This is an optimization exercise on Yosys and OpenROAD, whose aim is small area, not a production implementation.
Only simulation tests tie the RTL to the original design; equivalence was not proved.
The clock port is modelled as an ideal driver, which makes a skipped or thinned clock tree look cheaper than it is; a real chip needs a root buffer or a tree.
Power is estimated from default activity; no workload was simulated.

==> module wb_cntbit, before the edit <==
module wb_cntbit (input logic q, ci, reset, output logic d, co);
  assign d  = !reset && (q ^ ci);
  assign co = q && ci;
endmodule
==> module wb_regfile, before the edit <==
module wb_regfile #(
  parameter logic [31:0] RESET_PC = 32'h0000_0000
) (
  input  logic        clk,
  input  logic        reset,
  input  logic        in_Jump,
  input  logic        in_MemtoReg,
  input  logic        in_RegWrite,
  input  logic [27:0] in_JumpAddress,
  input  logic [31:0] in_AddFour,
  input  logic [31:0] in_Adder,
  input  logic        in_ANDGate,
  input  logic [31:0] in_ReadData,
  input  logic [31:0] in_ALU,
  input  logic [4:0]  in_WriteRegister,
  input  logic        in_Stall,
  input  logic [4:0]  in_ReadRegister1,
  input  logic [4:0]  in_ReadRegister2,
  output logic [31:0] out_ReadData1,
  output logic [31:0] out_ReadData2,
  output logic [31:0] out_WriteData,
  output logic [31:0] out_PC,
  output logic [31:0] out_WBCount
);
  logic [1023:32] rf_q, rf_d;
  logic [31:0]    pc_q, pc_d;
  logic [31:0]    wb_count_q, wb_count_d;
  logic           commit;
  logic [31:1]    wen, hold;
  assign out_WriteData = in_MemtoReg ? in_ReadData : in_ALU;
  assign commit        = in_RegWrite && (in_WriteRegister != 5'd0) && !reset;
  logic [3:0] wlo, wlo_n;
  logic [7:0] whi, whi_n;
  logic       reset_n;
  assign reset_n = !reset;
  wb_predec u_wpre (.en(commit), .a(in_WriteRegister), .lo(wlo), .lo_n(wlo_n),
                    .hi(whi), .hi_n(whi_n));
  for (genvar i = 1; i < 32; i++) begin : g_wsel
    wb_and2 u_w (.a(wlo[i % 4]), .b(whi[i / 4]), .y(wen[i]));
    wb_o21a u_h (.a(wlo_n[i % 4]), .b(whi_n[i / 4]), .c(reset_n), .y(hold[i]));
  end
  for (genvar i = 1; i < 32; i++) begin : g_reg
    for (genvar b = 0; b < 32; b++) begin : g_bit
      wb_ao22 u_d (.a(wen[i]), .b(out_WriteData[b]), .c(hold[i]),
                   .d(rf_q[32*i+b]), .y(rf_d[32*i+b]));
    end
  end
  logic        byp1, byp2;
  logic [31:0] sel1, sel2;
  assign byp1 = commit && (in_ReadRegister1 == in_WriteRegister);
  assign byp2 = commit && (in_ReadRegister2 == in_WriteRegister);
  assign sel1[0] = byp1;
  assign sel2[0] = byp2;
  wb_dec5 u_rdec1 (.en(!byp1), .a(in_ReadRegister1), .y(sel1[31:1]));
  wb_dec5 u_rdec2 (.en(!byp2), .a(in_ReadRegister2), .y(sel2[31:1]));
  for (genvar b = 0; b < 32; b++) begin : g_rd
    logic [31:0] val;
    assign val[0] = out_WriteData[b];
    for (genvar i = 1; i < 32; i++) begin : g_v
      assign val[i] = rf_q[32*i+b];
    end
    wb_rdbit u_rd1 (.sel(sel1), .val(val), .y(out_ReadData1[b]));
    wb_rdbit u_rd2 (.sel(sel2), .val(val), .y(out_ReadData2[b]));
  end
  logic        s_hold, s_jump, s_br, s_seq, s_hi;
  logic [31:0] pc_n;
  assign s_hold = !reset && in_Stall;
  assign s_jump = !reset && !in_Stall && in_Jump;
  assign s_br   = !reset && !in_Stall && !in_Jump && in_ANDGate;
  assign s_seq  = !reset && !in_Stall && !in_Jump && !in_ANDGate;
  assign s_hi   = s_jump || s_seq;
  for (genvar b = 0; b < 28; b++) begin : g_pc_lo
    logic n1, n2;
    wb_aoi222 u_a (.a(s_hold), .b(pc_q[b]), .c(s_jump), .d(in_JumpAddress[b]),
                   .e(s_br), .f(in_Adder[b]), .y(n1));
    wb_nand2 u_b (.a(s_seq), .b(in_AddFour[b]), .y(n2));
    wb_nand2 u_c (.a(n1), .b(n2), .y(pc_n[b]));
  end
  for (genvar b = 28; b < 32; b++) begin : g_pc_hi
    logic n1;
    wb_aoi222 u_a (.a(s_hold), .b(pc_q[b]), .c(s_hi), .d(in_AddFour[b]),
                   .e(s_br), .f(in_Adder[b]), .y(n1));
    assign pc_n[b] = !n1;
  end
  for (genvar b = 0; b < 32; b++) begin : g_pc_rst
    if (RESET_PC[b]) begin : g_one
      assign pc_d[b] = pc_n[b] | reset;
    end else begin : g_zero
      assign pc_d[b] = pc_n[b];
    end
  end
  logic [32:0] cnt_c;
  assign cnt_c[0] = commit;
  for (genvar b = 0; b < 32; b++) begin : g_cnt
    wb_cntbit u (.q(wb_count_q[b]), .ci(cnt_c[b]), .reset(reset),
                 .d(wb_count_d[b]), .co(cnt_c[b+1]));
  end
  always_ff @(posedge clk) begin
    rf_q       <= rf_d;
    pc_q       <= pc_d;
    wb_count_q <= wb_count_d;
  end
  assign out_PC      = pc_q;
  assign out_WBCount = wb_count_q;
endmodule
==> flow/config.mk <==
export PLATFORM = sky130hd
export DESIGN_NAME = wb_regfile
export DESIGN_NICKNAME = wb_regfile
export VERILOG_FILES = /design/flow/design.v
export SDC_FILE = /design/flow/constraint.sdc
export NUM_CORES = 8
export LEC_CHECK = 0
export CAP_MARGIN = 20
export CORE_MARGIN = 2
export CORE_UTILIZATION = 60
export PLACE_DENSITY = 0.7
export SLEW_MARGIN = 20
export SYNTH_HIERARCHICAL = 1
==> flow/constraint.sdc <==
create_clock -name core_clock -period 8.0 [get_ports {clk}]
set_input_delay 1.6000 -clock core_clock [delete_from_list [all_inputs] [get_ports {clk}]]
set_output_delay 1.6000 -clock core_clock [all_outputs]
set_load 0.01 [all_outputs]
standard.sh (not shown) runs the stock make flow with config.mk's settings and CLKGATE_MAP_FILE= SYNTH_SCRIPT=/design/flow/synth_recipe.tcl, a recipe that flattens the netlist after the stock synthesis.
==> flow/flow/run.sh <==
#!/bin/bash
# Own layout flow: the standard synthesis, then every combinational cell
# resized by its load (flow/size.py; the layout's repair steps still size up
# where needed), then the standard layout with small port buffers and a clock
# tree of clkbuf_16 without dummy loads, whose two lowest levels are then
# turned into inverters (flow/clkinv.tcl). Each tool's output goes to its own log.
set -euo pipefail
R=orfs/results/${FLOW_PLATFORM}/wb_regfile/base
LIB=${FLOW_HOME}/platforms/${FLOW_PLATFORM}/lib/sky130_fd_sc_hd__tt_025C_1v80.lib
bash standard.sh synth > flow_synth.log 2>&1
python3 flow/size.py "$LIB" "$R/1_2_yosys.v" > flow_size.log 2>&1
rm -f "$R/1_synth.odb" "$R/1_synth.sdc"
export BUFFER_PORTS_ARGS="-buffer_cell sky130_fd_sc_hd__buf_1"
export POST_CTS_TCL="$PWD/flow/post_cts.tcl"
export CTS_ARGS="-sink_clustering_enable -repair_clock_nets -buf_list sky130_fd_sc_hd__clkbuf_16 -sink_clustering_size 25 -sink_clustering_max_diameter 100 -dont_use_dummy_load"
bash standard.sh > flow_layout.log 2>&1
Other scripts of this flow, unchanged in this note and not shown: flow/flow/clkinv.tcl, flow/flow/post_cts.tcl, flow/flow/size.py
Change:
--- a/flow/design.v
+++ b/flow/design.v
@@ -6,6 +6,12 @@
 endmodule
 module wb_aoi222 (input logic a, b, c, d, e, f, output logic y);
   assign y = ~((a & b) | (c & d) | (e & f));
+endmodule
+module wb_mux2i (input logic s, a1, a0, output logic y);
+  assign y = ~(s ? a1 : a0);
+endmodule
+module wb_inv (input logic a, output logic y);
+  assign y = ~a;
 endmodule
 module wb_nand2 (input logic a, b, output logic y);
   assign y = ~(a & b);
@@ -54,9 +60,26 @@
     wb_and2 u (.a(lo[i % 4]), .b(hi[i / 4]), .y(y[i]));
   end
 endmodule
-module wb_cntbit (input logic q, ci, reset, output logic d, co);
-  assign d  = !reset && (q ^ ci);
-  assign co = q && ci;
+module wb_cnt_even (input logic q, ci, reset_n, output logic d, co_n);
+  logic x;
+  wb_nand2 u_c (.a(q), .b(ci), .y(x));
+  assign co_n = x;
+  assign d    = (q | ci) & x & reset_n;
+endmodule
+module wb_cnt_odd (input logic q, ci_n, reset, output logic d, co);
+  logic t;
+  wb_and2b u_c (.a_n(ci_n), .b(q), .y(co));
+  wb_xor2  u_x (.a(q), .b(ci_n), .y(t));
+  wb_nor2  u_d (.a(reset), .b(t), .y(d));
+endmodule
+module wb_and2b (input logic a_n, b, output logic y);
+  assign y = !a_n && b;
+endmodule
+module wb_xor2 (input logic a, b, output logic y);
+  assign y = a ^ b;
+endmodule
+module wb_nor2 (input logic a, b, output logic y);
+  assign y = ~(a | b);
 endmodule
 module wb_regfile #(
   parameter logic [31:0] RESET_PC = 32'h0000_0000
@@ -87,7 +110,11 @@
   logic [31:0]    wb_count_q, wb_count_d;
   logic           commit;
   logic [31:1]    wen, hold;
-  assign out_WriteData = in_MemtoReg ? in_ReadData : in_ALU;
+  logic [31:0] wd_n;
+  for (genvar b = 0; b < 32; b++) begin : g_wd
+    wb_mux2i u_m (.s(in_MemtoReg), .a1(in_ReadData[b]), .a0(in_ALU[b]), .y(wd_n[b]));
+    wb_inv   u_i (.a(wd_n[b]), .y(out_WriteData[b]));
+  end
   assign commit        = in_RegWrite && (in_WriteRegister != 5'd0) && !reset;
   logic [3:0] wlo, wlo_n;
   logic [7:0] whi, whi_n;
@@ -151,9 +178,11 @@
   end
   logic [32:0] cnt_c;
   assign cnt_c[0] = commit;
-  for (genvar b = 0; b < 32; b++) begin : g_cnt
-    wb_cntbit u (.q(wb_count_q[b]), .ci(cnt_c[b]), .reset(reset),
-                 .d(wb_count_d[b]), .co(cnt_c[b+1]));
+  for (genvar b = 0; b < 32; b += 2) begin : g_cnt
+    wb_cnt_even u_e (.q(wb_count_q[b]), .ci(cnt_c[b]), .reset_n(reset_n),
+                     .d(wb_count_d[b]), .co_n(cnt_c[b+1]));
+    wb_cnt_odd  u_o (.q(wb_count_q[b+1]), .ci_n(cnt_c[b+1]), .reset(reset),
+                     .d(wb_count_d[b+1]), .co(cnt_c[b+2]));
   end
   always_ff @(posedge clk) begin
     rf_q       <= rf_d;
Effect: First-iteration DRC count rises by a few percent; flip-flop and latch count does not change; total power came out lower slightly; cell area shrinks slightly; utilization fell by 0.29 points; die area barely changes.
No run of this note takes its clock network from TritonCTS; it comes from the design's own scripts or RTL.

==> static timing again, ports no longer ideal <==
In the flow no input, the clock included, has a driving cell. The finished layouts below were timed again as built, in two steps. Step 1, drivers: a clkbuf_16 drives clk and a buf_2 each remaining input, both assumed. Step 2 also shifts input and output timing later by t, the mid clock arrival at the registers, as if the neighbouring blocks saw the same clock. a / b / c = ideal / step 1 / step 2; a / b = the first two.
run	t, ns	setup slack, ns	hold slack, ns	worst register clock-pin slew, ns	pins driven straight from the clock port
the first run	0.654	0.255 / 0.298 / -0.357	0.508 / 0.508 / 0.508	0.12 / 0.12	1
the second run	0.633	0.612 / 0.586 / 0.431	0.500 / 0.500 / 0.500	0.12 / 0.12	1
With both steps, setup timing fails in the first run, where it was met with ideal ports. For the first run, which loses most, drivers alone change the setup slack by +0.043 ns; drivers and shift together by -0.612 ns.
